Context: an optimization exercise on an open-source flow, tuned for small area. The choices shown serve that exercise and are no tape-out recipe.
In this exercise RTL edits were held to simulation tests only and were not proved equivalent to the original.
Power is estimated from default activity; no workload was simulated.

willow:
## pmu_top
module pmu_top (
    input  logic                          clk_i,
    input  logic                          rstn_i,
    input  logic [7-1:0]    s_awaddr_i,
    input  logic                          s_awvalid_i,
    output logic                          s_awready_o,
    input  logic [32-1:0]     s_wdata_i,
    input  logic [32/8-1:0]   s_wstrb_i,
    input  logic                          s_wvalid_i,
    output logic                          s_wready_o,
    output logic [1:0]                    s_bresp_o,
    output logic                          s_bvalid_o,
    input  logic                          s_bready_i,
    input  logic [7-1:0]    s_araddr_i,
    input  logic                          s_arvalid_i,
    output logic                          s_arready_o,
    output logic [32-1:0]     s_rdata_o,
    output logic [1:0]                    s_rresp_o,
    output logic                          s_rvalid_o,
  ...
Size: roughly 2700 cells after synthesis, about 660 flip-flops, about 110 I/O pins, roughly 0.034 mm^2 of cells after synthesis.
Settings: LEC_CHECK=0, CAP_MARGIN=10, CORE_MARGIN=2, CORE_UTILIZATION=50, CTS_BUF_LIST=sky130_fd_sc_hd__clkbuf_16, CTS_CLUSTER_DIAMETER=80, CTS_CLUSTER_SIZE=30, SLEW_MARGIN=10, SYNTH_HIERARCHICAL=1, SYNTH_MINIMUM_KEEP_SIZE=0; clock period 6.0 ns.
run.sh (not shown) runs the stock make flow with config.mk's settings and CLKGATE_MAP_FILE= SYNTH_SCRIPT=/design/flow/synth_recipe.tcl, a recipe that flattens the netlist after the stock synthesis.
Looking at the reports, willow completed the entire flow and the layout it produced met the timing, DRC and antenna checks.
Inputs modified between willow and indigo:
Settings: changing CORE_UTILIZATION from 50 to 65.
==> comparison <==
- indigo vs willow: timing-limited maximum frequency down
- indigo ends up with a net switching power that is 1.2% lower than in willow.
- Comparing willow and indigo, met2 routed wirelength is lower on indigo.
- On indigo: number of rows in the core area is about 13% lower than what willow gave.
- Comparing willow and indigo, the lower clock group share of total power was measured on indigo.
- Compared with willow, indigo shows a lower non-clock buffer count.
- NOTE: number of standard cells in the final layout excluding fillers in indigo falls short of that of willow
- | total power draw | indigo vs willow | 0.057 mW lower |
- Compared willow against indigo; total area of sequential cells within noise.
- willow -> indigo: share of synthesized flip-flops with an asynchronous set or reset delta 0, exact match
- [indigo] worst stage delay on the critical path rose 0.10 ns relative to willow


## north
pmu_top, a different RTL version from the one above (not shown whole).
Size: ~2700 cells after synthesis, ~110 I/O pins, about 34000 µm² of cells after synthesis.
export LEC_CHECK = 0
export CAP_MARGIN = 10
export CORE_MARGIN = 2
export CORE_UTILIZATION = 50
export CTS_BUF_LIST = sky130_fd_sc_hd__clkbuf_8
export CTS_CLUSTER_DIAMETER = 50
export CTS_CLUSTER_SIZE = 14
export SLEW_MARGIN = 10
export SYNTH_HIERARCHICAL = 1
export SYNTH_MINIMUM_KEEP_SIZE = 0
create_clock -name core_clock -period 6.0 [get_ports {clk_i}]
standard.sh (not shown) runs the stock make flow with config.mk's settings and CLKGATE_MAP_FILE= SYNTH_SCRIPT=/design/flow/synth_recipe.tcl, a recipe that flattens the netlist after the stock synthesis.
==> flow/flow/run.sh <==
#!/bin/bash
# Standard ORFS layout (the standard.sh) with two extra settings:
#  - port buffers use the smallest buffer instead of the default choice
#  - clock tree without dummy balancing loads
# Each ORFS step writes its own log under orfs/logs; make's output goes to standard.log.
set -euo pipefail
bash standard.sh \
  "BUFFER_PORTS_ARGS=-buffer_cell sky130_fd_sc_hd__buf_1" \
  "CTS_ARGS=-sink_clustering_enable -repair_clock_nets -sink_clustering_size 14 -sink_clustering_max_diameter 50 -buf_list sky130_fd_sc_hd__clkbuf_8 -dont_use_dummy_load" \
  finish > standard.log 2>&1
north: done, clean on timing, DRC and antenna
diff inputs: north => south
==> flow/run.sh (new file) <==
#!/bin/bash
# synth_recipe.tcl (not shown) runs the flow's synth.tcl, then flattens the netlist and writes it again
# the make line also repeats each setting of config.mk as NAME=value (left out here)
make -C /OpenROAD-flow-scripts/flow DESIGN_CONFIG=/design/flow/config.mk WORK_HOME=/design/flow/orfs CLKGATE_MAP_FILE= SYNTH_SCRIPT=/design/flow/synth_recipe.tcl finish
removed: flow/flow/run.sh
removed: flow/standard.sh
north -> south: die span in x delta 0, exact match. Cmp south and north / transition time at the pin with the least slew margin / higher: north. In the reports for south and north, the smaller clock buffer count belongs to north. Against north, south comes in 5.2 points higher on clock power share. Number of rows created at floorplan came out exactly the same in south and north. Final instance area came out higher on south than on north. north has lower area growth from synthesis to layout than south. | via count | south vs north | worse |. Average routed wire per standard cell: lower on south. When the final numbers for south and north were put side by side, the wire length of the first global-routing pass turned out to be smaller in north.

## re-timing with driven ports
How much do the figures lean on ideal ports? The routed layouts below were timed once more, with nothing changed but the port constraints.
Step 1, drivers: a clkbuf_16 drives clk_i and a buf_2 each remaining input, both assumed.
Step 2 also shifts input and output timing later by t, the mid clock arrival at the registers, as if the neighbouring blocks saw the same clock.
a / b / c = no drivers / after step 1 / after step 2; a / b = the first two.
run	shift t [ns]	setup WS [ns]	worst hold slack (ns)	worst slew at a driven data input, ns	cell pins on the clock port's net
willow	0.669	0.198 / 0.198 / 0.198	0.515 / 0.515 / 0.515	0.05	1
indigo	0.665	0.071 / 0.071 / 0.071	0.509 / 0.509 / 0.509	0.05	1
north	0.725	0.154 / 0.154 / 0.154	0.503 / 0.503 / 0.503	0.11	1
south	0.770	0.248 / 0.248 / 0.048	0.466 / 0.452 / 0.504	0.12	1
After both steps setup and hold are still met in every run listed. The setup slack of south, which loses most, moves by 0.000 ns with the drivers and by -0.200 ns with both steps.
